Context: an optimization exercise on an open-source flow, tuned for small area. The choices shown serve that exercise and are no tape-out recipe.
Only simulation tests tie the RTL to the original design; equivalence was not proved.
No activity file was given, so power comes from the tool's default toggle rates.

### flow/run.sh
#!/bin/bash
# synth_recipe.tcl (not shown) runs the flow's synth.tcl, then flattens the netlist and writes it again
# the make line also repeats each setting of config.mk as NAME=value (left out here)
make -C /OpenROAD-flow-scripts/flow DESIGN_CONFIG=/design/flow/config.mk WORK_HOME=/design/flow/orfs CLKGATE_MAP_FILE= SYNTH_SCRIPT=/design/flow/synth_recipe.tcl finish
### flow/config.mk
export PLATFORM = sky130hd
export DESIGN_NAME = lcd_spi_responder
export DESIGN_NICKNAME = lcd_spi_responder
export VERILOG_FILES = /design/flow/design.v
export SDC_FILE = /design/flow/constraint.sdc
export NUM_CORES = 4
export LEC_CHECK = 0
export CAP_MARGIN = 20
export CORE_MARGIN = 2
export CORE_UTILIZATION = 40
export SLEW_MARGIN = 20
### flow/constraint.sdc
create_clock -name core_clock -period 8.0 [get_ports {clock}]
set_input_delay 1.6000 -clock core_clock [delete_from_list [all_inputs] [get_ports {clock}]]
set_output_delay 1.6000 -clock core_clock [all_outputs]
set_load 0.01 [all_outputs]
### flow/design.v
module lcd_spi_responder (
  input  logic       clock,
  input  logic       Reset,
  input  logic       sclk,
  input  logic       mosi,
  input  logic       sce,
  input  logic       dc,
  input  logic [8:0] rd_addr,
  output logic [7:0] rd_data,
  output logic       byte_valid,
  output logic [7:0] byte_data,
  output logic       byte_dc,
  output logic [6:0] cur_x,
  output logic [2:0] cur_y,
  output logic       pd,
  output logic       v_mode,
  output logic       h_mode,
  output logic [1:0] disp_mode,
  output logic [6:0] vop,
  output logic [2:0] bias,
  output logic       cmd_err,
  output logic [7:0] abort_cnt
);
  localparam int unsigned RAM_DEPTH = 504;
  localparam logic [6:0]  X_LAST    = 7'd83;
  localparam logic [2:0]  Y_LAST    = 3'd5;
  logic [2:0] sclk_q;
  logic [1:0] mosi_q;
  logic [1:0] dc_q;
  logic [1:0] sce_q;
  logic       sclk_rise;
  logic       mosi_s;
  logic       dc_s;
  logic       sce_s;
  logic [6:0] shift_q, shift_d;
  logic [2:0] bitcnt_q, bitcnt_d;
  logic       byte_valid_q, byte_valid_d;
  logic [7:0] byte_data_q, byte_data_d;
  logic       byte_dc_q, byte_dc_d;
  logic [7:0] abort_q, abort_d;
  logic [6:0] cur_x_q, cur_x_d;
  logic [2:0] cur_y_q, cur_y_d;
  logic       pd_q, pd_d;
  logic       v_mode_q, v_mode_d;
  logic       h_mode_q, h_mode_d;
  logic [1:0] disp_q, disp_d;
  logic [6:0] vop_q, vop_d;
  logic [2:0] bias_q, bias_d;
  logic       cmd_err_q, cmd_err_d;
  logic [7:0] ram_q [0:RAM_DEPTH-1];
  logic [7:0] rd_data_q;
  logic [8:0] wr_addr;
  logic       ram_we;
  assign sclk_rise = sclk_q[1] & ~sclk_q[2];
  assign mosi_s    = mosi_q[1];
  assign dc_s      = dc_q[1];
  assign sce_s     = sce_q[1];
  assign wr_addr = 9'(cur_y_q) * 9'd84 + 9'(cur_x_q);
  assign ram_we  = byte_valid_q & byte_dc_q;
  function automatic logic [9:0] advance(input logic [6:0] x, input logic [2:0] y,
                                         input logic vert);
    logic [6:0] nx;
    logic [2:0] ny;
    nx = x;
    ny = y;
    if (!vert) begin
      if (x == X_LAST) begin
        nx = 7'd0;
        ny = (y == Y_LAST) ? 3'd0 : y + 3'd1;
      end else begin
        nx = x + 7'd1;
      end
    end else begin
      if (y == Y_LAST) begin
        ny = 3'd0;
        nx = (x == X_LAST) ? 7'd0 : x + 7'd1;
      end else begin
        ny = y + 3'd1;
      end
    end
    advance = {nx, ny};
  endfunction
  always_comb begin
    shift_d      = shift_q;
    bitcnt_d     = bitcnt_q;
    byte_valid_d = 1'b0;
    byte_data_d  = byte_data_q;
    byte_dc_d    = byte_dc_q;
    abort_d      = abort_q;
    if (sce_s) begin
      shift_d  = '0;
      bitcnt_d = 3'd0;
      if (bitcnt_q != 3'd0 && abort_q != 8'hFF) begin
        abort_d = abort_q + 8'd1;
      end
    end else if (sclk_rise) begin
      shift_d  = {shift_q[5:0], mosi_s};
      bitcnt_d = bitcnt_q + 3'd1;
      if (bitcnt_q == 3'd7) begin
        byte_valid_d = 1'b1;
        byte_data_d  = {shift_q, mosi_s};
        byte_dc_d    = dc_s;
      end
    end
  end
  always_comb begin
    cur_x_d   = cur_x_q;
    cur_y_d   = cur_y_q;
    pd_d      = pd_q;
    v_mode_d  = v_mode_q;
    h_mode_d  = h_mode_q;
    disp_d    = disp_q;
    vop_d     = vop_q;
    bias_d    = bias_q;
    cmd_err_d = 1'b0;
    if (byte_valid_q) begin
      if (byte_dc_q) begin
        {cur_x_d, cur_y_d} = advance(cur_x_q, cur_y_q, v_mode_q);
      end else if (byte_data_q == 8'h00) begin
        cmd_err_d = 1'b0;
      end else if (byte_data_q[7:3] == 5'b00100) begin
        {pd_d, v_mode_d, h_mode_d} = byte_data_q[2:0];
      end else if (!h_mode_q) begin
        if (byte_data_q[7:3] == 5'b00001 && !byte_data_q[1]) begin
          disp_d = {byte_data_q[2], byte_data_q[0]};
        end else if (byte_data_q[7:3] == 5'b01000 && byte_data_q[2:0] <= Y_LAST) begin
          cur_y_d = byte_data_q[2:0];
        end else if (byte_data_q[7] && byte_data_q[6:0] <= X_LAST) begin
          cur_x_d = byte_data_q[6:0];
        end else begin
          cmd_err_d = 1'b1;
        end
      end else begin
        if (byte_data_q[7:3] == 5'b00010) begin
          bias_d = byte_data_q[2:0];
        end else if (byte_data_q[7]) begin
          vop_d = byte_data_q[6:0];
        end else if (byte_data_q[7:2] == 6'b000001) begin
          cmd_err_d = 1'b0;
        end else begin
          cmd_err_d = 1'b1;
        end
      end
    end
  end
  always_ff @(posedge clock) begin
    if (Reset) begin
      sclk_q       <= '0;
      mosi_q       <= '0;
      dc_q         <= '0;
      sce_q        <= '0;
      shift_q      <= '0;
      bitcnt_q     <= '0;
      byte_valid_q <= 1'b0;
      byte_data_q  <= '0;
      byte_dc_q    <= 1'b0;
      abort_q      <= '0;
      cur_x_q      <= '0;
      cur_y_q      <= '0;
      pd_q         <= 1'b0;
      v_mode_q     <= 1'b0;
      h_mode_q     <= 1'b0;
      disp_q       <= '0;
      vop_q        <= '0;
      bias_q       <= '0;
      cmd_err_q    <= 1'b0;
    end else begin
      sclk_q       <= {sclk_q[1:0], sclk};
      mosi_q       <= {mosi_q[0], mosi};
      dc_q         <= {dc_q[0], dc};
      sce_q        <= {sce_q[0], sce};
      shift_q      <= shift_d;
      bitcnt_q     <= bitcnt_d;
      byte_valid_q <= byte_valid_d;
      byte_data_q  <= byte_data_d;
      byte_dc_q    <= byte_dc_d;
      abort_q      <= abort_d;
      cur_x_q      <= cur_x_d;
      cur_y_q      <= cur_y_d;
      pd_q         <= pd_d;
      v_mode_q     <= v_mode_d;
      h_mode_q     <= h_mode_d;
      disp_q       <= disp_d;
      vop_q        <= vop_d;
      bias_q       <= bias_d;
      cmd_err_q    <= cmd_err_d;
    end
  end
  always_ff @(posedge clock) begin
    if (ram_we) begin
      ram_q[wr_addr] <= byte_data_q;
    end
  end
  always_ff @(posedge clock) begin
    if (Reset) begin
      rd_data_q <= '0;
    end else if (rd_addr < 9'(RAM_DEPTH)) begin
      rd_data_q <= ram_q[rd_addr];
    end else begin
      rd_data_q <= '0;
    end
  end
  assign rd_data    = rd_data_q;
  assign byte_valid = byte_valid_q;
  assign byte_data  = byte_data_q;
  assign byte_dc    = byte_dc_q;
  assign cur_x      = cur_x_q;
  assign cur_y      = cur_y_q;
  assign pd         = pd_q;
  assign v_mode     = v_mode_q;
  assign h_mode     = h_mode_q;
  assign disp_mode  = disp_q;
  assign vop        = vop_q;
  assign bias       = bias_q;
  assign cmd_err    = cmd_err_q;
  assign abort_cnt  = abort_q;
endmodule
==> results of run 1 <==
-- critical path: stages --
cell and delay, ps:
sky130_fd_sc_hd__buf_8 450, sky130_fd_sc_hd__buf_12 540, sky130_fd_sc_hd__or2_2 660, sky130_fd_sc_hd__buf_4 500, sky130_fd_sc_hd__o22ai_1 240, sky130_fd_sc_hd__a2111oi_0 780, sky130_fd_sc_hd__o21ai_0 500, sky130_fd_sc_hd__o311ai_0 330
sky130_fd_sc_hd__nor3_1 140, sky130_fd_sc_hd__a21oi_1 350, sky130_fd_sc_hd__o211ai_1 160
-- final cells by class --
cell class,instances,share of cell area (%)
flip-flops and latches,4103,68.1
multi-input cells,3167,19.6
clock buffers,510,6.05
well taps,5265,3.66
repair buffers,256,1.43
clock inverters,235,1.15
inverters,20,0.0514
diodes,23,0.0320
-- kinds of logic after synthesis --
group,count (synthesis),synth area share (%)
compound gates,573,2.45
mux,1295,15.8
simple gates,1261,3.34
buf+inv,488,1.69
xor+xnor,19,0.104
flops,4103,76.5
fa+ha+maj,19,0.152
-- metal layers --
metal | GRT usage (%) | part of all wire (%)
met1 | 30.6 | 38
met2 | 36.2 | 47
met3 | 4.67 | 9.8
met4 | 8.74 | 4.3
met5 | 0 | 0.010
-- state kept, by name (all words and copies together), names as in the netlist, 3 cells and up --
signal,flops
abort_q,8
bias_q,3
bitcnt_q,3
byte_data_q,8
cur_x_q,7
cur_y_q,3
ram_q,4032
rd_data_q,8
sclk_q,3
shift_q,7
vop_q,7
-- through the flow --
stage	instances	cell area, um2	utilization [%]
2_1_floorplan	7758	160000	-
3_3_place_gp	12800	167000	41.8
3_5_place_dp	12800	167000	41.8
4_1_cts	13600	180000	45.1
5_1_grt	13600	180000	45.1
6_report	13600	180000	45.1
-- synthesized netlist by cell type (all sizes together) (12+ instances only) --
master	instances	area (um2)
or3	12	75.1
nand2	344	1290
o21ai	65	325
a221oi	26	228
a2111oi	15	131
and3	30	188
a22oi	87	653
mux2	24	270
clkbuf	186	698
mux4	978	22100
a211oi	26	195
buf	282	1940
nand3	87	435
a21oi	131	656
nor4	18	113
nor2b	37	231
dfxtp	71	1420
nor3	36	180
a31oi	25	156
a22o	13	114
nand2b	16	100
o22ai	53	332
nand4	19	119
mux2i	293	2930
o221ai	45	394
o211ai	19	143
edfxtp	4032	121000
ha	17	213
nor2	626	2350
inv	20	75.1
-- layout by cell type (no fill, tap or decap), types with 12 or more instances in the layout --
| cell | netlist | routed |
|---|---|---|
| sky130_fd_sc_hd__o22ai_1 | 53 | 53 |
| sky130_fd_sc_hd__nand4_1 | 19 | 19 |
| sky130_fd_sc_hd__nand2b_1 | 16 | 14 |
| sky130_fd_sc_hd__clkbuf_1 | 186 | 88 |
| sky130_fd_sc_hd__or3_1 | 12 | 12 |
| sky130_fd_sc_hd__o221ai_1 | 45 | 45 |
| sky130_fd_sc_hd__a22oi_1 | 87 | 87 |
| sky130_fd_sc_hd__buf_4 | 73 | 156 |
| sky130_fd_sc_hd__bufinv_16 | 0 | 29 |
| sky130_fd_sc_hd__nand2_1 | 344 | 332 |
| sky130_fd_sc_hd__clkbuf_16 | 0 | 422 |
| sky130_fd_sc_hd__buf_12 | 0 | 34 |
| sky130_fd_sc_hd__clkinv_2 | 0 | 80 |
| sky130_fd_sc_hd__edfxtp_1 | 4032 | 4032 |
| sky130_fd_sc_hd__nor2b_1 | 37 | 33 |
| sky130_fd_sc_hd__a31oi_1 | 25 | 25 |
| sky130_fd_sc_hd__nor2_1 | 625 | 615 |
| sky130_fd_sc_hd__a2111oi_0 | 15 | 12 |
| sky130_fd_sc_hd__ha_1 | 17 | 17 |
| sky130_fd_sc_hd__nor3_1 | 36 | 36 |
| sky130_fd_sc_hd__mux2_2 | 24 | 24 |
| sky130_fd_sc_hd__diode_2 | 0 | 23 |
| sky130_fd_sc_hd__dfxtp_1 | 71 | 63 |
| sky130_fd_sc_hd__clkinv_1 | 0 | 88 |
| sky130_fd_sc_hd__nand3_1 | 87 | 82 |
| sky130_fd_sc_hd__a211oi_1 | 26 | 25 |
| sky130_fd_sc_hd__o21ai_0 | 62 | 62 |
| sky130_fd_sc_hd__inv_6 | 0 | 12 |
| sky130_fd_sc_hd__mux2i_1 | 293 | 293 |
| sky130_fd_sc_hd__a21oi_1 | 131 | 130 |
| sky130_fd_sc_hd__and3_1 | 30 | 30 |
| sky130_fd_sc_hd__nor4_1 | 18 | 18 |
| sky130_fd_sc_hd__clkdlybuf4s50_1 | 0 | 57 |
| sky130_fd_sc_hd__o211ai_1 | 19 | 19 |
| sky130_fd_sc_hd__mux4_2 | 971 | 971 |
| sky130_fd_sc_hd__inv_1 | 18 | 15 |
| sky130_fd_sc_hd__clkinvlp_4 | 0 | 13 |
| sky130_fd_sc_hd__a22o_1 | 13 | 13 |
| sky130_fd_sc_hd__a221oi_1 | 26 | 25 |
-- where the power goes --
part	total (mW)	switching (mW)	internal (mW)	leakage, nW
clock network	18.8	8.20	10.6	6.32
logic	1.78	1.10	0.681	12.4
registers	23.3	0.0209	23.2	37.9
total	43.8	9.32	34.5	56.6
-- path summary, 6_finish.rpt --
path | to | slack, ps | depth (start not counted)
hold / removal | mosi_q[1] | 440 | 1
setup / recovery | rd_data_q[3] | 2380 | 11
hold reg to reg | mosi_q[1] | 440 | 1
setup reg to reg | ram_q[234][1] | 2910 | 11
==> flow_summary.rst, run 1 <==
.. list-table::
   :header-rows: 1

   * - Metric
     - Value
   * - Leak Pwr
     - 56.6 nW
   * - Yosys warnings
     - 1
   * - TritonCTS clock tree
     - done
   * - Total number of nets in the final design
     - 7995
   * - Power density of the placed cells
     - 243 nW/um2
   * - Worst-Skew Late Latency
     - 980 ps
   * - Overall power consumption
     - 43.8 mW
   * - Top Ports
     - 67
   * - Multi-input logic area
     - 35200 um2
   * - P&R area growth vs syn
     - 12.4%
   * - Final hold slack
     - 440 ps
   * - Post-synth EDFFs
     - 4032
   * - Placed wire-length estimate
     - 284000 um
   * - Routed wire length
     - 468000 um
   * - Arrival time reported for the critical path endpoint
     - 6440 ps
   * - Layout cell share with drive strength beyond 1
     - 22.0%
   * - Residual DRC
     - 0
   * - Register cell area after layout
     - 123000 um2
   * - Number of optimization iterations in the first detailed-route pass
     - 6
   * - Crit path capture type
     - flip-flop
   * - Post-synth net total
     - 7791
   * - VDD IR-drop max
     - 0.000188 V
   * - Global-route usage over all layers
     - 22.6%
   * - Port-buffer cells
     - 66
   * - Count of final setup violators
     - 0
   * - Vias in the first global route
     - 81400
   * - Worst Clk Skew
     - 53.9 ps
   * - Violation count after the first detailed-routing iteration
     - 11600
   * - Final-report max-slew violation count
     - 0
   * - Number of H-tree branching levels
     - 5
   * - Maximum buffer depth of the clock tree
     - 4
   * - Kind of critical path
     - in -> reg
   * - Number of buffers inserted by hold repair at cts
     - 0
   * - Post-synth top flop
     - sky130_fd_sc_hd__edfxtp_1
   * - Total die area
     - 405000 um2
   * - Core outline area
     - 399000 um2
   * - Worst Tran Pin Value
     - 1290 ps
   * - Max-capacitance violation count
     - 0
   * - Fin Setup TNS
     - 0 ps
   * - Routability cong.
     - 0.866
   * - Antenna violations before repair
     - 30
   * - Start point of the worst hold path
     - mosi_q[0]
   * - Die width
     - 637 um
   * - Filler instances
     - 33400
   * - Ys async rst share
     - 0%
   * - Number of distinct library cells after synthesis
     - 73
   * - Antenna violation net count after detailed routing
     - 0
   * - Kind of path behind the tightest hold check
     - reg -> reg
   * - Number of clock buffers inserted by TritonCTS
     - 414
   * - Via density per instance
     - 6.06
   * - Clk Tree Root Cell
     - sky130_fd_sc_hd__clkbuf_16
   * - Mean Syn Cell Area
     - 20.6 um2
   * - Required time reported for the critical path endpoint
     - 8820 ps
   * - Post-route fraction of the period consumed by the critical path
     - 70.3%
   * - Leftover overflow at the end of global routing
     - 0
   * - Number of instances in the synthesized netlist
     - 7758
   * - Standard-cell row count
     - 232
   * - Setup slack at placement
     - 1690 ps
   * - Post-route setup slack
     - 2380 ps
   * - Total clock sinks
     - 4103
   * - Clock input transition at the sequential cells of the worst setup and hold paths
     - 60 ps
   * - Startpoint of the most critical register-to-register path
     - cur_y_q[0]
   * - Quantity of gates resized following cts
     - 0
   * - Flop and latch count out of synthesis
     - 4103
   * - Slew Limit Headroom
     - 14.3%
   * - Status
     - timing/DRC/antenna clean
   * - Maximum clock frequency
     - 178 MHz
   * - Launch point of the worst path
     - rd_addr[2]
   * - Final min period
     - 5620 ps
   * - Post-CTS setup-driven buffer insertion count
     - 0
   * - Chip height
     - 637 um
   * - Proportion of synthesized chip area in sequential cells
     - 76.5%
   * - Final hold vios
     - 0
   * - Routed vias
     - 82300
   * - Maximum number of pins on one net before global-route repair
     - 232
   * - Unrepaired setup endpoints after global routing
     - no
   * - Combined area of all synthesized cells
     - 160000 um2
   * - CP Launch Type
     - primary input
   * - Routed wirelength normalized by instance count
     - 34.5 um
   * - First-pass GRT wire length
     - 650000 um
   * - Effective utilization at floorplan
     - 40.2%
   * - CP max FO
     - 87
==> run 2, diff against run 1 <==
--- a/flow/design.v
+++ b/flow/design.v
@@ -51,6 +51,11 @@
   logic [7:0] rd_data_q;
   logic [8:0] wr_addr;
   logic       ram_we;
+  logic [4:0] phase_q;
+  logic [8:0] pend_addr_q;
+  logic [7:0] pend_data_q;
+  logic [4:0] rd_slot;
+  logic [8:0] rd_phys;
   assign sclk_rise = sclk_q[1] & ~sclk_q[2];
   assign mosi_s    = mosi_q[1];
   assign dc_s      = dc_q[1];
@@ -187,17 +192,41 @@
     end
   end
   always_ff @(posedge clock) begin
+    phase_q <= phase_q + 5'd1;
     if (ram_we) begin
-      ram_q[wr_addr] <= byte_data_q;
-    end
+      pend_addr_q <= wr_addr;
+      pend_data_q <= byte_data_q;
+    end
+  end
+  for (genvar r = 0; r < 17; r++) begin : g_ring
+    localparam int unsigned BASE = (r < 15) ? r * 32 : (r == 15) ? 480 : 496;
+    localparam int unsigned LEN  = (r < 15) ? 32 : (r == 15) ? 16 : 8;
+    localparam int unsigned LB   = (r < 15) ? 5 : (r == 15) ? 4 : 3;
+    logic hit;
+    assign hit = (pend_addr_q >> LB) == 9'(BASE >> LB)
+              && pend_addr_q[LB-1:0] == phase_q[LB-1:0];
+    always_ff @(posedge clock) begin
+      for (int s = 0; s < LEN - 1; s++) begin
+        ram_q[BASE + s] <= ram_q[BASE + s + 1];
+      end
+      ram_q[BASE + LEN - 1] <= hit ? pend_data_q : ram_q[BASE];
+    end
+  end
+  assign rd_slot = rd_addr[4:0] - phase_q;
+  always_comb begin
+    if (rd_addr < 9'd480)      rd_phys = {rd_addr[8:5], rd_slot};
+    else if (rd_addr < 9'd496) rd_phys = {rd_addr[8:4], rd_slot[3:0]};
+    else                       rd_phys = {rd_addr[8:3], rd_slot[2:0]};
   end
   always_ff @(posedge clock) begin
     if (Reset) begin
       rd_data_q <= '0;
-    end else if (rd_addr < 9'(RAM_DEPTH)) begin
-      rd_data_q <= ram_q[rd_addr];
+    end else if (rd_addr >= 9'(RAM_DEPTH)) begin
+      rd_data_q <= '0;
+    end else if (rd_addr == pend_addr_q) begin
+      rd_data_q <= pend_data_q;
     end else begin
-      rd_data_q <= '0;
+      rd_data_q <= ram_q[rd_phys];
     end
   end
   assign rd_data    = rd_data_q;
==> run 2 against run 1 <==
Effect of this change:
- area after synthesis decreased by 23%
- synthesized cell count increased by 35%
- the run now fails in global routing (5_1_grt)
==> flow_summary.rst, run 2 <==
.. list-table::
   :header-rows: 1

   * - Metric
     - Value
   * - Port-buffer cells
     - 66 (unchanged)
   * - Proportion of synthesized chip area in sequential cells
     - 67.3% (was 76.5%)
   * - Number of H-tree branching levels
     - 5 (unchanged)
   * - Number of clock buffers inserted by TritonCTS
     - 406 (was 414)
   * - Standard-cell row count
     - 203 (was 232)
   * - Most used standard cell by instance count after synthesis
     - sky130_fd_sc_hd__dfxtp_1 (was sky130_fd_sc_hd__edfxtp_1)
   * - Maximum buffer depth of the clock tree
     - 4 (unchanged)
   * - Last stage
     - global routing (5_1_grt)
   * - Run Error
     - [ERROR GRT-0116] Global routing finished with congestion. Check the congestion regions in the DRC Viewer.
   * - Status
     - aborted with a tool error (was timing/DRC/antenna clean)
   * - First-pass GRT wire length
     - 1670000 um
   * - Maximum number of pins on one net before global-route repair
     - 55
   * - Mean Syn Cell Area
     - 11.7 um2 (was 20.6 um2)
   * - Die width
     - 558 um (was 637 um)
   * - Top Ports
     - 67 (unchanged)
   * - Post-synth top flop
     - sky130_fd_sc_hd__dfxtp_1 (was sky130_fd_sc_hd__edfxtp_1)
   * - Quantity of gates resized following cts
     - 0 (unchanged)
   * - Top cells by area, synth
     - sky130_fd_sc_hd__dfxtp_1, sky130_fd_sc_hd__a22oi_1, sky130_fd_sc_hd__nand3_1 (was sky130_fd_sc_hd__edfxtp_1, sky130_fd_sc_hd__mux4_2, sky130_fd_sc_hd__mux2i_1)
   * - Vias in the first global route
     - 141000
   * - Total clock sinks
     - 4125 (was 4103)
   * - Placed wire-length estimate
     - 885000 um (was 284000 um)
   * - Largest area contributor in the synthesized netlist
     - sky130_fd_sc_hd__dfxtp_1 (was sky130_fd_sc_hd__edfxtp_1)
   * - Number of buffers inserted by hold repair at cts
     - 0 (unchanged)
   * - Fraction of synthesized cell area taken by the top area cell type
     - 66.9% (was 75.6%)
   * - Ys async rst share
     - 0% (unchanged)
   * - Combined area of all synthesized cells
     - 123000 um2 (was 160000 um2)
   * - Top cells by instance count after synthesis
     - sky130_fd_sc_hd__dfxtp_1, sky130_fd_sc_hd__nand2_1, sky130_fd_sc_hd__a22oi_1 (was sky130_fd_sc_hd__edfxtp_1, sky130_fd_sc_hd__mux4_2, sky130_fd_sc_hd__nor2_1)
   * - Placement Cell Area
     - 145000 um2 (was 167000 um2)
   * - Yosys warnings
     - 2 (was 1)
   * - Post-synth EDFFs
     - 17 (was 4032)
   * - Routability cong.
     - 1.41 (was 0.866)
   * - Leftover overflow at the end of global routing
     - 485
   * - Post-Place Cells
     - 15700 (was 12800)
   * - Post-CTS setup-driven buffer insertion count
     - 0 (unchanged)
   * - Post-synth net total
     - 10500 (was 7791)
   * - Chip height
     - 558 um (was 637 um)
   * - Clk Tree Root Cell
     - sky130_fd_sc_hd__clkbuf_16 (unchanged)
   * - Number of instances in the synthesized netlist
     - 10500 (was 7758)
   * - Number of distinct library cells after synthesis
     - 95 (was 73)
   * - Flop and latch count out of synthesis
     - 4125 (was 4103)
   * - Effective utilization at floorplan
     - 40.2% (about the same)
   * - Global-route usage over all layers
     - 81.4%
## run 2: power by group through the flow
stage               clock network [mW]  registers [mW]  logic (mW)
floorplan                            0            21.0       0.604
CTS                               19.9            20.6        2.49
global placement                     0            21.0        2.50
detailed placement                   0            21.0        2.49
## run 2: per-stage QoR
stage / utilization [%] / setup WS [ps]
floorplan: - / 2470
detailed placement: 47.6 / -614
CTS: 52.1 / 374
global placement: 47.4 / -1120
## run 2: worst min-delay path by stage
stage,start,end,depth (start not counted)
after floorplan,ram_q[243][1],ram_q[242][1],0
after global placement,ram_q[282][7],ram_q[281][7],0
after detailed placement,ram_q[436][0],ram_q[435][0],0
after CTS,ram_q[104][5],ram_q[103][5],0
## run 2: cells by family after synthesis
family,share of synthesized area (%)
compound gates,16.9
xor+xnor,0.303
fa+ha+maj,0.216
buf+inv,2.62
flops,67.3
mux,2.12
simple gates,10.6
## run 2: metal layers
layer  global-route usage, %  overflow
met1                    82.2        42
met3                    76.2        74
met5                    60.0         4
met2                    88.6       189
met4                    77.1       176
==> run 3, diff against run 2 <==
--- a/flow/design.v
+++ b/flow/design.v
@@ -218,6 +218,33 @@
     else if (rd_addr < 9'd496) rd_phys = {rd_addr[8:4], rd_slot[3:0]};
     else                       rd_phys = {rd_addr[8:3], rd_slot[2:0]};
   end
+  logic [7:0]   rd_lo;
+  logic [62:0]  rd_hi;
+  logic [503:0] rd_sel;
+  logic [7:0]   rd_part_n [0:167];
+  logic [7:0]   rd_word;
+  always_comb begin
+    rd_lo = '0;
+    rd_hi = '0;
+    rd_lo[rd_phys[2:0]] = 1'b1;
+    rd_hi[rd_phys[8:3]] = 1'b1;
+  end
+  for (genvar i = 0; i < RAM_DEPTH; i++) begin : g_sel
+    lcd_ram_nor2 u_sel (.a_n(~rd_lo[i % 8]), .b_n(~rd_hi[i / 8]), .y(rd_sel[i]));
+  end
+  for (genvar j = 0; j < 168; j++) begin : g_rd
+    lcd_ram_aoi3 u_aoi (
+      .s0(rd_sel[3*j]), .s1(rd_sel[3*j+1]), .s2(rd_sel[3*j+2]),
+      .d0(ram_q[3*j]), .d1(ram_q[3*j+1]), .d2(ram_q[3*j+2]),
+      .y_n(rd_part_n[j])
+    );
+  end
+  always_comb begin
+    rd_word = '0;
+    for (int j = 0; j < 168; j++) begin
+      rd_word = rd_word | ~rd_part_n[j];
+    end
+  end
   always_ff @(posedge clock) begin
     if (Reset) begin
       rd_data_q <= '0;
@@ -226,7 +253,7 @@
     end else if (rd_addr == pend_addr_q) begin
       rd_data_q <= pend_data_q;
     end else begin
-      rd_data_q <= ram_q[rd_phys];
+      rd_data_q <= rd_word;
     end
   end
   assign rd_data    = rd_data_q;
@@ -244,3 +271,21 @@
   assign cmd_err    = cmd_err_q;
   assign abort_cnt  = abort_q;
 endmodule
+module lcd_ram_aoi3 (
+  input  logic       s0,
+  input  logic       s1,
+  input  logic       s2,
+  input  logic [7:0] d0,
+  input  logic [7:0] d1,
+  input  logic [7:0] d2,
+  output logic [7:0] y_n
+);
+  assign y_n = ~(({8{s0}} & d0) | ({8{s1}} & d1) | ({8{s2}} & d2));
+endmodule
+module lcd_ram_nor2 (
+  input  logic a_n,
+  input  logic b_n,
+  output logic y
+);
+  assign y = ~(a_n | b_n);
+endmodule
--- a/flow/config.mk
+++ b/flow/config.mk
@@ -5,7 +5,11 @@
 export SDC_FILE = /design/flow/constraint.sdc
 export NUM_CORES = 4
 export LEC_CHECK = 0
-export CAP_MARGIN = 20
+export CAP_MARGIN = 10
 export CORE_MARGIN = 2
-export CORE_UTILIZATION = 40
-export SLEW_MARGIN = 20
+export CORE_UTILIZATION = 55
+export CTS_BUF_LIST = sky130_fd_sc_hd__clkbuf_8
+export CTS_CLUSTER_DIAMETER = 60
+export CTS_CLUSTER_SIZE = 14
+export SLEW_MARGIN = 10
+export SYNTH_HIERARCHICAL = 1
==> run 3 against run 2 <==
Effect of this change:
- now clean on timing, DRC and antenna
- synthesized cell count down 29%
- area after synthesis decreased by 13%
==> flow_summary.rst, run 3 <==
.. list-table::
   :header-rows: 1

   * - Metric
     - Value
   * - Power density of the placed cells
     - 262 nW/um2
   * - Count of final setup violators
     - 0
   * - Largest reg by FF count
     - ram_q
   * - Launch point of the worst path
     - rd_addr[0]
   * - Reg2reg setup slack
     - 1390 ps
   * - Crit path capture type
     - flip-flop
   * - Post-CTS setup-driven buffer insertion count
     - 0 (unchanged)
   * - Number of optimization iterations in the first detailed-route pass
     - 13
   * - Top cells by area, synth
     - sky130_fd_sc_hd__dfxtp_1, sky130_fd_sc_hd__a222oi_1, sky130_fd_sc_hd__nand4_1 (was sky130_fd_sc_hd__dfxtp_1, sky130_fd_sc_hd__a22oi_1, sky130_fd_sc_hd__nand3_1)
   * - Placed wire-length estimate
     - 229000 um (was 885000 um)
   * - Maximum clock frequency
     - 136 MHz
   * - CP max FO
     - 10
   * - Registers with the most flip-flops
     - ram_q x4032, pend_addr_q x9
   * - Leftover overflow at the end of global routing
     - 0
   * - Ys async rst share
     - 0% (unchanged)
   * - Residual DRC
     - 0
   * - CP endpoint
     - rd_data_q[6]
   * - Post-synth top flop
     - sky130_fd_sc_hd__dfxtp_1 (unchanged)
   * - VDD IR-drop max
     - 0.000175 V
   * - Maximum buffer depth of the clock tree
     - 4 (unchanged)
   * - Utilization after layout
     - 61.0%
   * - Slew Limit Headroom
     - 15.9%
   * - Post-synth net total
     - 7498 (was 10500)
   * - Mean Syn Cell Area
     - 14.4 um2 (was 11.7 um2)
   * - Required time reported for the critical path endpoint
     - 8910 ps
   * - Total clock sinks
     - 4125 (unchanged)
   * - Filler instances
     - 15200
   * - Number of instances in the synthesized netlist
     - 7459 (was 10500)
   * - Quantity of gates resized following cts
     - 0 (unchanged)
   * - P&R area growth vs syn
     - 10.4%
   * - Top cells by instance count after synthesis
     - sky130_fd_sc_hd__dfxtp_1, sky130_fd_sc_hd__a222oi_1, sky130_fd_sc_hd__nor2_1 (was sky130_fd_sc_hd__dfxtp_1, sky130_fd_sc_hd__nand2_1, sky130_fd_sc_hd__a22oi_1)
   * - Unrepaired setup endpoints after global routing
     - no
   * - Violation count after the first detailed-routing iteration
     - 11700
   * - Vias in the first global route
     - 65700
   * - TritonCTS clock tree
     - done
   * - Kind of critical path
     - in -> reg
   * - Max FFs per register
     - 4032
   * - First-pass GRT wire length
     - 447000 um
   * - Layout cell share with drive strength beyond 1
     - 13.0%
   * - Routed wire length
     - 315000 um
   * - Total number of nets in the final design
     - 8050
   * - Standard-cell row count
     - 162 (was 203)
   * - End of the worst register-to-register path
     - rd_data_q[6]
   * - Post-route fraction of the period consumed by the critical path
     - 91.9%
   * - Antenna violations before repair
     - 22
   * - Combined area of all synthesized cells
     - 107000 um2 (was 123000 um2)
   * - Antenna violation net count after detailed routing
     - 0
   * - Worst Clk Skew
     - 61.4 ps
   * - Top Ports
     - 67 (unchanged)
   * - Arrival time reported for the critical path endpoint
     - 8260 ps
   * - Fraction of synthesized cell area taken by the top area cell type
     - 76.5% (was 66.9%)
   * - Number of distinct library cells after synthesis
     - 63 (was 95)
   * - Fin Setup TNS
     - 0 ps
   * - Most frequent standard cell in the layout excluding fill and tap cells
     - sky130_fd_sc_hd__dfxtp_1
   * - CP Launch Type
     - primary input
   * - Chip height
     - 446 um (was 558 um)
   * - Core outline area
     - 195000 um2
   * - Routed wirelength normalized by instance count
     - 29.7 um
   * - Flop and latch count out of synthesis
     - 4125 (unchanged)
   * - Number of clock buffers inserted by TritonCTS
     - 346 (was 406)
   * - Logic depth of the worst register-to-register path
     - 21
   * - Global-route usage over all layers
     - 30.7%
   * - Die width
     - 446 um (was 558 um)
   * - Most used standard cell by instance count after synthesis
     - sky130_fd_sc_hd__dfxtp_1 (unchanged)
   * - Final-report max-slew violation count
     - 0
   * - Proportion of synthesized chip area in sequential cells
     - 77.0% (was 67.3%)
   * - Status
     - timing/DRC/antenna clean (was aborted with a tool error)
   * - Final hold vios
     - 0
   * - Routability cong.
     - 0.926 (was 1.41)
   * - Overall power consumption
     - 31.1 mW
   * - Max-capacitance violation count
     - 0
   * - Yosys warnings
     - 10 (was 2)
   * - Number of buffers inserted by hold repair at cts
     - 0 (unchanged)
   * - Kind of path behind the tightest hold check
     - reg -> reg
   * - Routed vias
     - 67900
   * - Clk Tree Root Cell
     - sky130_fd_sc_hd__clkbuf_8 (was sky130_fd_sc_hd__clkbuf_16)
   * - Leading cell types in the layout, fill and taps excluded
     - sky130_fd_sc_hd__dfxtp_1, sky130_fd_sc_hd__a222oi_1, sky130_fd_sc_hd__nor2_1
   * - Final min period
     - 7350 ps
   * - Maximum number of pins on one net before global-route repair
     - 56
   * - Worst Tran Pin Value
     - 1260 ps
   * - Total die area
     - 199000 um2
   * - Leak Pwr
     - 43.7 nW
   * - Effective utilization at floorplan
     - 55.2% (was 40.2%)
   * - Post-synth EDFFs
     - 17 (unchanged)
   * - Number of H-tree branching levels
     - 5 (unchanged)
   * - Worst-Skew Late Latency
     - 1090 ps
   * - Startpoint of the most critical register-to-register path
     - phase_q[2]
   * - Clock input transition at the sequential cells of the worst setup and hold paths
     - 90 ps
   * - Largest area contributor in the synthesized netlist
     - sky130_fd_sc_hd__dfxtp_1 (unchanged)
   * - Port-buffer cells
     - 66 (unchanged)
   * - Via density per instance
     - 6.41
[run 3: cell count changes after synthesis, moves of 202 or more]
cell / before / now
sky130_fd_sc_hd__a222oi_1: 67 / 1344
sky130_fd_sc_hd__a22oi_1: 553 / 1
sky130_fd_sc_hd__clkbuf_1: 465 / 42
sky130_fd_sc_hd__a21oi_1: 265 / 38
sky130_fd_sc_hd__nor3_1: 223 / 21
sky130_fd_sc_hd__nand3_1: 519 / 27
sky130_fd_sc_hd__nand2_1: 557 / 124
sky130_fd_sc_hd__a32oi_1: 296 / 1
sky130_fd_sc_hd__clkbuf_2: 1 / 336
[run 3: modules after synthesis, one instance, submodules excluded]
module	cells	copies in the design	flip-flops and latches
lcd_spi_responder	5275	1	4125
lcd_ram_nor2	1	504	0
lcd_ram_aoi3	10	168	0
[run 3: layer usage]
| metal | global-route usage [%] | share of wire, % |
|---|---|---|
| met1 | 43.7 | 44 |
| met2 | 47.5 | 45 |
| met3 | 5.68 | 8.1 |
| met4 | 10.2 | 3.1 |
| met5 | 0 | 0.012 |
[run 3: worst min path at each step]
stage	endpoint	depth (start not counted)	start	slack [ps]
after global routing	ram_q[60][6]	0	ram_q[61][6]	300
after floorplan	ram_q[101][6]	0	ram_q[102][6]	330
final	ram_q[60][6]	0	ram_q[61][6]	300
after global placement	ram_q[264][0]	0	ram_q[265][0]	330
after detailed placement	ram_q[485][0]	0	ram_q[486][0]	330
after CTS	ram_q[60][6]	0	ram_q[61][6]	290
[run 3: critical path: stages]
cell,delay [ps]
sky130_fd_sc_hd__clkdlybuf4s50_1,530
sky130_fd_sc_hd__inv_1,110
sky130_fd_sc_hd__ha_1,170
sky130_fd_sc_hd__inv_1,60
sky130_fd_sc_hd__fa_1,380
sky130_fd_sc_hd__a21o_2,210
sky130_fd_sc_hd__a21oi_1,180
sky130_fd_sc_hd__xor2_1,180
sky130_fd_sc_hd__nand2_1,150
sky130_fd_sc_hd__xor2_1,190
sky130_fd_sc_hd__ha_1,230
sky130_fd_sc_hd__buf_4,160
sky130_fd_sc_hd__nor2b_1,160
sky130_fd_sc_hd__a21oi_1,280
sky130_fd_sc_hd__nand2b_1,190
sky130_fd_sc_hd__nor2_1,70
sky130_fd_sc_hd__buf_4,210
sky130_fd_sc_hd__nand2_1,250
sky130_fd_sc_hd__nor2_1,240
sky130_fd_sc_hd__a222oi_1,1120
sky130_fd_sc_hd__nand4_1,640
sky130_fd_sc_hd__nor4_1,460
sky130_fd_sc_hd__nand3_1,160
sky130_fd_sc_hd__nor3_1,190
sky130_fd_sc_hd__a211oi_1,90
[run 3: cell type report]
cell class | count | area (um2) | area share, %
antenna | 19 | 47.5 | 0.0401
clock buffer | 354 | 4870 | 4.11
clock inverter | 15 | 93.8 | 0.0791
inverter | 25 | 93.8 | 0.0791
multi-input combinational | 2924 | 22800 | 19.2
sequential | 4125 | 82700 | 69.7
tap | 2542 | 3180 | 2.68
timing repair buffer | 589 | 4820 | 4.06
[run 3: power breakdown]
part	leakage (nW)	total [mW]	switching, mW	internal [mW]
clock network	2.60	10.2	6.22	3.98
logic	7.88	0.342	0.259	0.0828
registers	33.2	20.5	0.00206	20.5
total	43.7	31.1	6.48	24.6
[run 3: kinds of logic (layout without fill, tap and decap cells)]
kind of cell,Yosys count,after routing,synth area share (%)
AND/OR/NAND/NOR,1268,1268,5.83
XOR/XNOR,36,36,0.293
flip-flops,4125,4125,77.0
other,0,19,0
adder cells (fa/ha/maj),24,24,0.293
buffers and inverters,410,983,1.83
AO/OA/AOI/OAI,1436,1436,13.1
multiplexers,160,160,1.66
[run 3: per-stage QoR]
| stage | hold slack [ps] | cells | instance area, um2 | setup WS, ps |
|---|---|---|---|---|
| 5_1_grt | 303 | 10600 | 119000 | 606 |
| 2_1_floorplan | 330 | 7459 | 107000 | 2100 |
| 3_5_place_dp | 335 | 10200 | 114000 | -271 |
| 6_report | 303 | 10600 | 119000 | 650 |
| 4_1_cts | 289 | 10600 | 119000 | 898 |
| 3_3_place_gp | 331 | 10200 | 114000 | -368 |
==> run 4, diff against run 3 <==
--- a/flow/design.v
+++ b/flow/design.v
@@ -54,8 +54,6 @@
   logic [4:0] phase_q;
   logic [8:0] pend_addr_q;
   logic [7:0] pend_data_q;
-  logic [4:0] rd_slot;
-  logic [8:0] rd_phys;
   assign sclk_rise = sclk_q[1] & ~sclk_q[2];
   assign mosi_s    = mosi_q[1];
   assign dc_s      = dc_q[1];
@@ -212,23 +210,14 @@
       ram_q[BASE + LEN - 1] <= hit ? pend_data_q : ram_q[BASE];
     end
   end
-  assign rd_slot = rd_addr[4:0] - phase_q;
-  always_comb begin
-    if (rd_addr < 9'd480)      rd_phys = {rd_addr[8:5], rd_slot};
-    else if (rd_addr < 9'd496) rd_phys = {rd_addr[8:4], rd_slot[3:0]};
-    else                       rd_phys = {rd_addr[8:3], rd_slot[2:0]};
-  end
   logic [7:0]   rd_lo;
   logic [62:0]  rd_hi;
   logic [503:0] rd_sel;
   logic [7:0]   rd_part_n [0:167];
   logic [7:0]   rd_word;
-  always_comb begin
-    rd_lo = '0;
-    rd_hi = '0;
-    rd_lo[rd_phys[2:0]] = 1'b1;
-    rd_hi[rd_phys[8:3]] = 1'b1;
-  end
+  lcd_ram_rd_decode u_rd_decode (
+    .rd_addr(rd_addr), .phase(phase_q), .lo(rd_lo), .hi(rd_hi)
+  );
   for (genvar i = 0; i < RAM_DEPTH; i++) begin : g_sel
     lcd_ram_nor2 u_sel (.a_n(~rd_lo[i % 8]), .b_n(~rd_hi[i / 8]), .y(rd_sel[i]));
   end
@@ -289,3 +278,49 @@
 );
   assign y = ~(a_n | b_n);
 endmodule
+module lcd_ram_rd_decode (
+  input  logic [8:0]  rd_addr,
+  input  logic [4:0]  phase,
+  output logic [7:0]  lo,
+  output logic [62:0] hi
+);
+  logic [7:0]   rd_a8;
+  logic [3:0]   rd_a4;
+  logic [15:0]  rd_r16;
+  logic [3:0]   rd_d4;
+  logic [1:0]   rd_d2;
+  logic         rd_borrow;
+  always_comb begin
+    rd_a8 = '0;
+    rd_a4 = '0;
+    rd_r16 = '0;
+    rd_a8[rd_addr[2:0]] = 1'b1;
+    rd_a4[rd_addr[4:3]] = 1'b1;
+    rd_r16[rd_addr[8:5]] = 1'b1;
+    lo = '0;
+    rd_borrow = 1'b0;
+    for (int j = 0; j < 8; j++) begin
+      for (int k = 0; k < 8; k++) begin
+        if (phase[2:0] == 3'(j - k)) lo[k] = lo[k] | rd_a8[j];
+      end
+      if (phase[2:0] > 3'(j)) rd_borrow = rd_borrow | rd_a8[j];
+    end
+    rd_d4 = '0;
+    for (int j = 0; j < 4; j++) begin
+      for (int m = 0; m < 4; m++) begin
+        if (phase[4:3] == 2'(j - m))
+          rd_d4[m] = rd_d4[m] | (rd_a4[j] & ~rd_borrow);
+        if (phase[4:3] == 2'(j - m - 1))
+          rd_d4[m] = rd_d4[m] | (rd_a4[j] & rd_borrow);
+      end
+    end
+    rd_d2[1] = rd_addr[3] ^ phase[3] ^ rd_borrow;
+    rd_d2[0] = ~rd_d2[1];
+    for (int g = 0; g < 60; g++) begin
+      hi[g] = rd_r16[g / 4] & rd_d4[g % 4];
+    end
+    hi[60] = rd_r16[15] & ~rd_addr[4] & rd_d2[0];
+    hi[61] = rd_r16[15] & ~rd_addr[4] & rd_d2[1];
+    hi[62] = rd_r16[15] & rd_addr[4] & ~rd_addr[3];
+  end
+endmodule
==> run 4 against run 3 <==
Effect of this change:
- synthesized cell count grew 1.4%
- clock power is essentially flat
- global-route usage grew 0.32 points
- critical endpoint unchanged
- highest routed layer unchanged
==> flow_summary.rst, run 4 <==
.. list-table::
   :header-rows: 1

   * - Metric
     - Value
   * - Number of clock buffers inserted by TritonCTS
     - 348 (was 346)
   * - Top cells by area, synth
     - sky130_fd_sc_hd__dfxtp_1, sky130_fd_sc_hd__a222oi_1, sky130_fd_sc_hd__nand4_1 (unchanged)
   * - Total buffers and inverters traversed by the critical path
     - 5 (unchanged)
   * - Gate family responsible for the most delay along the worst path
     - simple AND/OR/NAND/NOR gates (unchanged)
   * - Final hold vios
     - 0 (unchanged)
   * - Number of distinct library cells after synthesis
     - 76 (was 63)
   * - Utilization after layout
     - 59.9% (was 61.0%)
   * - Final-report max-slew violation count
     - 0 (unchanged)
   * - Top Ports
     - 67 (unchanged)
   * - Relative contribution of combinational cells to total power
     - 0.8% (was 1.1%)
   * - Slowest Stage Delay on Critical Path
     - 1200 ps (was 1120 ps)
   * - Die width
     - 448 um (was 446 um)
   * - Antenna violation net count after detailed routing
     - 0 (unchanged)
   * - Required time reported for the critical path endpoint
     - 8990 ps (was 8910 ps)
   * - Fraction of synthesized cell area taken by the top area cell type
     - 76.0% (was 76.5%)
   * - Largest reg by FF count
     - ram_q (unchanged)
   * - Yosys warnings
     - 11 (was 10)
   * - Final min period
     - 7460 ps (was 7350 ps)
   * - Leak Pwr
     - 42.1 nW (was 43.7 nW)
   * - Switch Pwr
     - 6.45 mW (was 6.48 mW)
   * - Clock input transition at the sequential cells of the worst setup and hold paths
     - 90 ps (about the same)
   * - Post-layout instance area
     - 117000 um2 (was 119000 um2)
   * - Filler instances
     - 15300 (was 15200)
   * - Routed wire length
     - 320000 um (was 315000 um)
   * - Worst-Skew Late Latency
     - 1120 ps (was 1090 ps)
   * - Most used standard cell by instance count after synthesis
     - sky130_fd_sc_hd__dfxtp_1 (unchanged)
   * - Post-route fraction of the period consumed by the critical path
     - 93.2% (was 91.9%)
   * - Power density of the placed cells
     - 266 nW/um2 (was 262 nW/um2)
   * - Max FFs per register
     - 4032 (unchanged)
   * - Slew Limit Headroom
     - 7.55% (was 15.9%)
   * - Leading cell types in the layout, fill and taps excluded
     - sky130_fd_sc_hd__dfxtp_1, sky130_fd_sc_hd__a222oi_1, sky130_fd_sc_hd__nor2_1 (unchanged)
   * - Placement Cell Area
     - 112000 um2 (was 114000 um2)
   * - Most frequent standard cell in the layout excluding fill and tap cells
     - sky130_fd_sc_hd__dfxtp_1 (unchanged)
   * - Maximum number of pins on one net before global-route repair
     - 57 (was 56)
   * - Worst Tran Pin Value
     - 1370 ps (was 1260 ps)
   * - Post-Place Cells
     - 10000 (was 10200)
   * - Unrepaired setup endpoints after global routing
     - no (unchanged)
   * - Flop and latch count out of synthesis
     - 4125 (unchanged)
   * - Clk Tree Root Cell
     - sky130_fd_sc_hd__clkbuf_8 (unchanged)
   * - Antenna violations before repair
     - 22 (unchanged)
   * - Combined area of all synthesized cells
     - 108000 um2 (was 107000 um2)
   * - Status
     - timing/DRC/antenna clean (unchanged)
   * - Proportion of synthesized chip area in sequential cells
     - 76.5% (was 77.0%)
   * - Effective utilization at floorplan
     - 55.4% (was 55.2%)
   * - Number of instances in the synthesized netlist
     - 7560 (was 7459)
   * - Placed wire-length estimate
     - 230000 um (was 229000 um)
   * - Quantity of gates resized following cts
     - 0 (unchanged)
   * - Post-synth top flop
     - sky130_fd_sc_hd__dfxtp_1 (unchanged)
   * - Standard-cell row count
     - 162 (unchanged)
   * - Largest area contributor in the synthesized netlist
     - sky130_fd_sc_hd__dfxtp_1 (unchanged)
   * - Total clock sinks
     - 4125 (unchanged)
   * - Maximum buffer depth of the clock tree
     - 4 (unchanged)
   * - Top cells by instance count after synthesis
     - sky130_fd_sc_hd__dfxtp_1, sky130_fd_sc_hd__a222oi_1, sky130_fd_sc_hd__nor2_1 (unchanged)
   * - Worst Clk Skew
     - 85.3 ps (was 61.4 ps)
   * - First-pass GRT wire length
     - 453000 um (was 447000 um)
   * - Via density per instance
     - 6.49 (was 6.41)
   * - Maximum clock frequency
     - 134 MHz (was 136 MHz)
   * - Port-buffer cells
     - 66 (unchanged)
   * - Routed wirelength normalized by instance count
     - 30.7 um (was 29.7 um)
   * - Routability cong.
     - 0.932 (was 0.926)
   * - Arrival time reported for the critical path endpoint
     - 8440 ps (was 8260 ps)
   * - Net Sw Frac
     - 20.8% (was 20.9%)
   * - Mean Syn Cell Area
     - 14.3 um2 (was 14.4 um2)
   * - Post-synth net total
     - 7598 (was 7498)
   * - Clk pwr share
     - 33.1% (was 32.8%)
   * - Core outline area
     - 195000 um2 (about the same)
   * - Layout cell share with drive strength beyond 1
     - 9.28% (was 13.0%)
   * - Post-route insts no fill
     - 10400 (was 10600)
   * - Post-synth EDFFs
     - 17 (unchanged)
   * - Number of buffers inserted by hold repair at cts
     - 0 (unchanged)
   * - Total number of nets in the final design
     - 7791 (was 8050)
   * - Post-CTS setup-driven buffer insertion count
     - 0 (unchanged)
   * - Residual DRC
     - 0 (unchanged)
   * - Registers with the most flip-flops
     - ram_q x4032, pend_addr_q x9 (unchanged)
   * - Routed vias
     - 67600 (was 67900)
   * - Overall power consumption
     - 31.1 mW (about the same)
   * - Global-route usage over all layers
     - 31.1% (was 30.7%)
   * - Count of final setup violators
     - 0 (unchanged)
   * - Worst path slowest cell
     - sky130_fd_sc_hd__nor4_1 (was sky130_fd_sc_hd__a222oi_1)
   * - Sequential group share of total power
     - 66.1% (about the same)
   * - Leftover overflow at the end of global routing
     - 0 (unchanged)
   * - VDD IR-drop max
     - 0.000193 V (was 0.000175 V)
   * - Kind of path behind the tightest hold check
     - reg -> reg (unchanged)
   * - P&R area growth vs syn
     - 8.01% (was 10.4%)
   * - Number of H-tree branching levels
     - 5 (unchanged)
   * - Fin Setup TNS
     - 0 ps (unchanged)
   * - CP max FO
     - 17 (was 10)
   * - Kind of critical path
     - in -> reg (unchanged)
   * - Total die area
     - 200000 um2 (was 199000 um2)
   * - CP Launch Type
     - primary input (unchanged)
   * - Number of optimization iterations in the first detailed-route pass
     - 14 (was 13)
   * - Crit path capture type
     - flip-flop (unchanged)
   * - Cell internal pwr
     - 24.6 mW (about the same)
   * - Chip height
     - 448 um (was 446 um)
   * - TritonCTS clock tree
     - done (unchanged)
   * - Vias in the first global route
     - 65500 (was 65700)
   * - Ys async rst share
     - 0% (unchanged)
   * - Max-capacitance violation count
     - 0 (unchanged)
   * - Violation count after the first detailed-routing iteration
     - 11900 (was 11700)
   * - Cells along the critical path
     - clkdlybuf4s50_1 -> inv_1 -> ha_1 -> xnor2_1 -> nor4_1 -> a41oi_1 -> o221ai_1 -> inv_4 -> buf_4 -> buf_4 -> nor2_1 -> a222oi_1 -> nand4_1 -> nor4_1 -> nand3_1 -> nor3_1 -> a211oi_1
## run 4: changes by cell type after synthesis, sizes merged, moves of 6 or more
cell / change
a21oi: +9
o21ai: +7
inv: +65
nor3b: +39
buf: +6
a21boi: +27
nand2: -56
## run 4: final timing paths
path / endpoint / slack (ps) / from / depth (start not counted)
hold / removal: ram_q[45][7] / 300 / ram_q[46][7] / 0
hold reg to reg: ram_q[45][7] / 300 / ram_q[46][7] / 0
setup reg to reg: rd_data_q[6] / 1840 / phase_q[0] / 13
setup / recovery: rd_data_q[6] / 540 / rd_addr[0] / 17
## run 4: modules after synthesis, one instance, submodules excluded
module	area, um2	copies in the design
lcd_ram_rd_decode	1520	1
lcd_spi_responder	89700	1
lcd_ram_nor2	3.75	504
lcd_ram_aoi3	90.1	168
## run 4: kinds of logic after synthesis
family                     Yosys count  synth area share [%]
AOI/OAI and AO/OA                 1489                  13.3
xor gates and xnor gates            34                 0.275
adders and majority gates           23                 0.273
buffers and inverters              478                  2.09
DFF                               4125                  76.5
muxes                              163                  1.70
and+or+nand+nor                   1248                  5.89
## run 4: layout make-up
| type | instances | area, um2 | area share [%] |
|---|---|---|---|
| Antenna cell | 14 | 35.0 | 0.0300 |
| Clock buffer | 357 | 4910 | 4.20 |
| Clock inverter | 18 | 134 | 0.115 |
| Inverter | 91 | 362 | 0.309 |
| Multi-Input combinational cell | 2957 | 23300 | 19.9 |
| Sequential cell | 4125 | 82700 | 70.8 |
| Tap cell | 2624 | 3280 | 2.81 |
| Timing Repair Buffer | 230 | 2160 | 1.85 |
## run 4: through the flow
| stage | setup slack [ps] | hold WS, ps |
|---|---|---|
| finish | 545 | 302 |
| global route | 578 | 308 |
| CTS | 801 | 301 |
| detailed placement | -353 | 335 |
| global placement | -497 | 331 |
| floorplan | 2670 | 330 |
## run 4: routing by layer
metal | track usage, % | up-vias | share of wire, %
li1 | - | 29800 | -
met5 | 0 | - | 0.0078
met3 | 5.85 | 531 | 8.6
met2 | 47.6 | 3261 | 44
met4 | 9.66 | 4 | 3.1
met1 | 44.6 | 34000 | 44
## run 4: power by group through the flow
stage	Sequential (mW)	Combinational [mW]	Clock, mW
5_1_grt	20.5	0.258	11.2
2_1_floorplan	21.0	0.0953	0
4_1_cts	20.5	0.247	10.5
3_5_place_dp	21.0	0.247	0
3_3_place_gp	21.0	0.244	0
6_report	20.5	0.255	10.3
==> run 5, diff against run 4 <==
--- a/flow/design.v
+++ b/flow/design.v
@@ -213,7 +213,7 @@
   logic [7:0]   rd_lo;
   logic [62:0]  rd_hi;
   logic [503:0] rd_sel;
-  logic [7:0]   rd_part_n [0:167];
+  logic [7:0]   rd_part [0:41];
   logic [7:0]   rd_word;
   lcd_ram_rd_decode u_rd_decode (
     .rd_addr(rd_addr), .phase(phase_q), .lo(rd_lo), .hi(rd_hi)
@@ -221,17 +221,20 @@
   for (genvar i = 0; i < RAM_DEPTH; i++) begin : g_sel
     lcd_ram_nor2 u_sel (.a_n(~rd_lo[i % 8]), .b_n(~rd_hi[i / 8]), .y(rd_sel[i]));
   end
-  for (genvar j = 0; j < 168; j++) begin : g_rd
-    lcd_ram_aoi3 u_aoi (
-      .s0(rd_sel[3*j]), .s1(rd_sel[3*j+1]), .s2(rd_sel[3*j+2]),
-      .d0(ram_q[3*j]), .d1(ram_q[3*j+1]), .d2(ram_q[3*j+2]),
-      .y_n(rd_part_n[j])
+  for (genvar j = 0; j < 42; j++) begin : g_rd
+    lcd_ram_rd12 u_rd12 (
+      .sel(rd_sel[12*j +: 12]),
+      .d0(ram_q[12*j]),   .d1(ram_q[12*j+1]), .d2(ram_q[12*j+2]),
+      .d3(ram_q[12*j+3]), .d4(ram_q[12*j+4]), .d5(ram_q[12*j+5]),
+      .d6(ram_q[12*j+6]), .d7(ram_q[12*j+7]), .d8(ram_q[12*j+8]),
+      .d9(ram_q[12*j+9]), .d10(ram_q[12*j+10]), .d11(ram_q[12*j+11]),
+      .y(rd_part[j])
     );
   end
   always_comb begin
     rd_word = '0;
-    for (int j = 0; j < 168; j++) begin
-      rd_word = rd_word | ~rd_part_n[j];
+    for (int j = 0; j < 42; j++) begin
+      rd_word = rd_word | rd_part[j];
     end
   end
   always_ff @(posedge clock) begin
@@ -278,6 +281,18 @@
 );
   assign y = ~(a_n | b_n);
 endmodule
+module lcd_ram_rd12 (
+  input  logic [11:0] sel,
+  input  logic [7:0]  d0, d1, d2, d3, d4, d5, d6, d7, d8, d9, d10, d11,
+  output logic [7:0]  y
+);
+  logic [7:0] p0_n, p1_n, p2_n, p3_n;
+  lcd_ram_aoi3 u_p0 (.s0(sel[0]), .s1(sel[1]), .s2(sel[2]),   .d0(d0), .d1(d1), .d2(d2),   .y_n(p0_n));
+  lcd_ram_aoi3 u_p1 (.s0(sel[3]), .s1(sel[4]), .s2(sel[5]),   .d0(d3), .d1(d4), .d2(d5),   .y_n(p1_n));
+  lcd_ram_aoi3 u_p2 (.s0(sel[6]), .s1(sel[7]), .s2(sel[8]),   .d0(d6), .d1(d7), .d2(d8),   .y_n(p2_n));
+  lcd_ram_aoi3 u_p3 (.s0(sel[9]), .s1(sel[10]), .s2(sel[11]), .d0(d9), .d1(d10), .d2(d11), .y_n(p3_n));
+  assign y = ~(p0_n & p1_n & p2_n & p3_n);
+endmodule
 module lcd_ram_rd_decode (
   input  logic [8:0]  rd_addr,
   input  logic [4:0]  phase,
==> run 5 against run 4 <==
Effect of this change:
- maximum frequency increased by 0.64%
- clock skew decreased by 50 ps
- global-route usage decreased by 2.4 points
- largest power group unchanged
==> flow_summary.rst, run 5 <==
.. list-table::
   :header-rows: 1

   * - Metric
     - Value
   * - Chip height
     - 448 um (about the same)
   * - Number of clock buffers inserted by TritonCTS
     - 348 (unchanged)
   * - Antenna violations before repair
     - 20 (was 22)
   * - Post-synth EDFFs
     - 17 (unchanged)
   * - Core outline area
     - 195000 um2 (about the same)
   * - Routed wire length
     - 295000 um (was 320000 um)
   * - Final min period
     - 7410 ps (was 7460 ps)
   * - Violation count after the first detailed-routing iteration
     - 11400 (was 11900)
   * - Via density per instance
     - 6.39 (was 6.49)
   * - Maximum clock frequency
     - 135 MHz (was 134 MHz)
   * - Placed wire-length estimate
     - 206000 um (was 230000 um)
   * - Leftover overflow at the end of global routing
     - 0 (unchanged)
   * - Final-report max-slew violation count
     - 0 (unchanged)
   * - Total die area
     - 201000 um2 (was 200000 um2)
   * - Vias in the first global route
     - 64700 (was 65500)
   * - Overall power consumption
     - 31.1 mW (about the same)
   * - Fraction of synthesized cell area taken by the top area cell type
     - 75.8% (was 76.0%)
   * - Maximum number of pins on one net before global-route repair
     - 56 (was 57)
   * - Routed vias
     - 66200 (was 67600)
   * - Routed wirelength normalized by instance count
     - 28.5 um (was 30.7 um)
   * - Top cells by area, synth
     - sky130_fd_sc_hd__dfxtp_1, sky130_fd_sc_hd__a222oi_1, sky130_fd_sc_hd__nand4_1 (unchanged)
   * - Flop and latch count out of synthesis
     - 4125 (unchanged)
   * - Crit path capture type
     - flip-flop (unchanged)
   * - Effective utilization at floorplan
     - 55.5% (was 55.4%)
   * - Status
     - timing/DRC/antenna clean (unchanged)
   * - Number of H-tree branching levels
     - 5 (unchanged)
   * - VDD IR-drop max
     - 0.000191 V (was 0.000193 V)
   * - P&R area growth vs syn
     - 7.40% (was 8.01%)
   * - Ys async rst share
     - 0% (unchanged)
   * - Die width
     - 448 um (about the same)
   * - Final hold vios
     - 0 (unchanged)
   * - Number of buffers inserted by hold repair at cts
     - 0 (unchanged)
   * - Routability cong.
     - 0.906 (was 0.932)
   * - Largest area contributor in the synthesized netlist
     - sky130_fd_sc_hd__dfxtp_1 (unchanged)
   * - CP Launch Type
     - primary input (unchanged)
   * - First-pass GRT wire length
     - 428000 um (was 453000 um)
   * - Top cells by instance count after synthesis
     - sky130_fd_sc_hd__dfxtp_1, sky130_fd_sc_hd__a222oi_1, sky130_fd_sc_hd__nor2_1 (unchanged)
   * - Post-Place Cells
     - 9959 (was 10000)
   * - Quantity of gates resized following cts
     - 0 (unchanged)
   * - Total number of nets in the final design
     - 7723 (was 7791)
   * - Max FFs per register
     - 4032 (unchanged)
   * - Mean Syn Cell Area
     - 14.3 um2 (about the same)
   * - Max-capacitance violation count
     - 0 (unchanged)
   * - Largest reg by FF count
     - ram_q (unchanged)
   * - Post-route insts no fill
     - 10400 (about the same)
   * - Layout cell share with drive strength beyond 1
     - 8.55% (was 9.28%)
   * - Slew Limit Headroom
     - 18.6% (was 7.55%)
   * - Standard-cell row count
     - 162 (unchanged)
   * - Most used standard cell by instance count after synthesis
     - sky130_fd_sc_hd__dfxtp_1 (unchanged)
   * - Leading cell types in the layout, fill and taps excluded
     - sky130_fd_sc_hd__dfxtp_1, sky130_fd_sc_hd__a222oi_1, sky130_fd_sc_hd__nor2_1 (unchanged)
   * - Port-buffer cells
     - 66 (unchanged)
   * - Post-synth top flop
     - sky130_fd_sc_hd__dfxtp_1 (unchanged)
   * - Post-route fraction of the period consumed by the critical path
     - 92.6% (was 93.2%)
   * - Worst Tran Pin Value
     - 1210 ps (was 1370 ps)
   * - Antenna violation net count after detailed routing
     - 0 (unchanged)
   * - Most frequent standard cell in the layout excluding fill and tap cells
     - sky130_fd_sc_hd__dfxtp_1 (unchanged)
   * - Yosys warnings
     - 11 (unchanged)
   * - Clock input transition at the sequential cells of the worst setup and hold paths
     - 90 ps (about the same)
   * - Global-route usage over all layers
     - 28.6% (was 31.1%)
   * - Residual DRC
     - 0 (unchanged)
   * - Number of instances in the synthesized netlist
     - 7564 (was 7560)
   * - Clk Tree Root Cell
     - sky130_fd_sc_hd__clkbuf_8 (unchanged)
   * - Number of distinct library cells after synthesis
     - 79 (was 76)
   * - Maximum buffer depth of the clock tree
     - 4 (unchanged)
   * - Worst Clk Skew
     - 35.4 ps (was 85.3 ps)
   * - Utilization after layout
     - 59.6% (was 59.9%)
   * - Leak Pwr
     - 41.9 nW (was 42.1 nW)
   * - Kind of path behind the tightest hold check
     - reg -> reg (unchanged)
   * - CP max FO
     - 17 (unchanged)
   * - Top Ports
     - 67 (unchanged)
   * - Proportion of synthesized chip area in sequential cells
     - 76.3% (was 76.5%)
   * - Required time reported for the critical path endpoint
     - 8920 ps (was 8990 ps)
   * - Register cell area after layout
     - 82700 um2 (unchanged)
   * - Arrival time reported for the critical path endpoint
     - 8330 ps (was 8440 ps)
   * - Filler instances
     - 15500 (was 15300)
   * - Number of optimization iterations in the first detailed-route pass
     - 13 (was 14)
   * - Combined area of all synthesized cells
     - 108000 um2 (about the same)
   * - Worst-Skew Late Latency
     - 1080 ps (was 1120 ps)
   * - TritonCTS clock tree
     - done (unchanged)
   * - Post-synth net total
     - 7602 (was 7598)
   * - Registers with the most flip-flops
     - ram_q x4032, pend_addr_q x9 (unchanged)
   * - Total clock sinks
     - 4125 (unchanged)
   * - Count of final setup violators
     - 0 (unchanged)
   * - Kind of critical path
     - in -> reg (unchanged)
   * - Multi-input logic area
     - 23400 um2 (was 23300 um2)
   * - Power density of the placed cells
     - 267 nW/um2 (was 266 nW/um2)
   * - Unrepaired setup endpoints after global routing
     - no (unchanged)
   * - Post-CTS setup-driven buffer insertion count
     - 0 (unchanged)
==> run 5: per-module statistics from Yosys, one instance, submodules excluded <==
module | flip-flops and latches | cell area, um2
lcd_ram_rd_decode | 0 | 1520
lcd_ram_aoi3 | 0 | 90.1
lcd_ram_nor2 | 0 | 3.75
lcd_spi_responder | 4125 | 87800
lcd_ram_rd12 | 0 | 50.0
==> run 5: through the flow <==
| stage | setup TNS [ps] | hold slack [ps] | worst slack [ps] | cell area, um2 |
|---|---|---|---|---|
| 3_5_place_dp | -438 | 335 | -333 | 111000 |
| 3_3_place_gp | -1200 | 331 | -588 | 111000 |
| 6_report | 0 | 326 | 592 | 116000 |
| 5_1_grt | 0 | 333 | 596 | 116000 |
| 2_1_floorplan | 0 | 330 | 2690 | 108000 |
| 4_1_cts | 0 | 323 | 848 | 116000 |
==> run 5: critical path: stages <==
cell	delay, ps
sky130_fd_sc_hd__clkdlybuf4s50_1	810
sky130_fd_sc_hd__inv_1	150
sky130_fd_sc_hd__ha_1	290
sky130_fd_sc_hd__xnor2_1	140
sky130_fd_sc_hd__buf_4	190
sky130_fd_sc_hd__xnor2_1	300
sky130_fd_sc_hd__nor2_1	90
sky130_fd_sc_hd__a211oi_1	240
sky130_fd_sc_hd__a21oi_1	110
sky130_fd_sc_hd__inv_4	450
sky130_fd_sc_hd__buf_4	350
sky130_fd_sc_hd__buf_4	400
sky130_fd_sc_hd__nor2_1	240
sky130_fd_sc_hd__a222oi_1	530
sky130_fd_sc_hd__nand4_1	360
sky130_fd_sc_hd__nor4_1	1040
sky130_fd_sc_hd__nand4_1	590
sky130_fd_sc_hd__nor3_1	300
sky130_fd_sc_hd__a211oi_1	100
==> run 5: cell families (layout without fill, tap and decap cells) <==
group / count (synthesis) / after routing / share of synthesized area (%)
adders and majority gates: 23 / 23 / 0.272
and+or+nand+nor: 1241 / 1241 / 5.94
buffers and inverters: 486 / 634 / 2.13
xor gates and xnor gates: 36 / 36 / 0.291
AOI/OAI and AO/OA: 1484 / 1484 / 13.3
other: 0 / 16 / 0
muxes: 169 / 169 / 1.78
DFF: 4125 / 4125 / 76.3
==> run 5: final timing paths <==
check / start / to / slack [ps] / cells after the start
worst max register to register: phase_q[2] / rd_data_q[4] / 1940 / 14
worst min register to register: ram_q[309][2] / ram_q[308][2] / 330 / 0
worst max-delay path: rd_addr[0] / rd_data_q[4] / 590 / 19
worst min-delay path: ram_q[309][2] / ram_q[308][2] / 330 / 0
==> run 5: report_power, final <==
part | total (mW) | internal [mW] | switching, mW
sequential | 20.5 | 20.5 | 0.00203
clock | 10.3 | 4.08 | 6.23
combinational | 0.243 | 0.0554 | 0.188
==> run 5: final cells by class <==
type	instances	share of cell area (%)
multi-input cells	2953	20.1
diodes	16	0.0344
clock inverters	21	0.158
repair buffers	163	1.30
well taps	2624	2.82
flip-flops and latches	4125	71.0
clock buffers	356	4.21
inverters	94	0.320
==> run 5: metal layers <==
layer	GRT usage [%]	wire, um
met5	0	72
met4	9.60	9590
met3	5.04	23400
met2	43.7	130000
met1	41.3	132000

## afterwards: timing with drivers on the ports
No port has a modelled driver above. Below, the same layouts with a new extraction and two added sets of constraints.
Step 1: set_driving_cell puts a clkbuf_16 on clock and a buf_2 on each other input, an assumption about the parent block.
Step 2 adds t to the input delays and takes it off the output delays; t is the mean of the earliest and latest rising clock arrival at the registers after step 1. Input paths then give back, and output paths get back, about the clock's delay inside the block.
Slacks: ideal / step 1 / step 2; pairs: ideal / step 1.
run | t, ns | setup WS [ns] | hold slack, ns | clock arrival spread, ns
run 1 | 1.066 | 2.378 / 2.439 / 1.374 | 0.440 / 0.440 / 0.440 | 0.065 / 0.065
run 3 | 1.145 | 0.650 / 0.717 / -0.428 | 0.303 / 0.303 / 0.303 | 0.065 / 0.066
run 4 | 1.163 | 0.545 / 0.600 / -0.563 | 0.302 / 0.302 / 0.302 | 0.092 / 0.092
run 5 | 1.147 | 0.592 / 0.647 / -0.500 | 0.326 / 0.326 / 0.326 | 0.039 / 0.040
Met with ideal ports but missed after step 2: setup timing in run 3, run 4 and run 5. The setup slack of run 4, which loses most, moves by +0.055 ns with the drivers and by -1.108 ns with both steps.
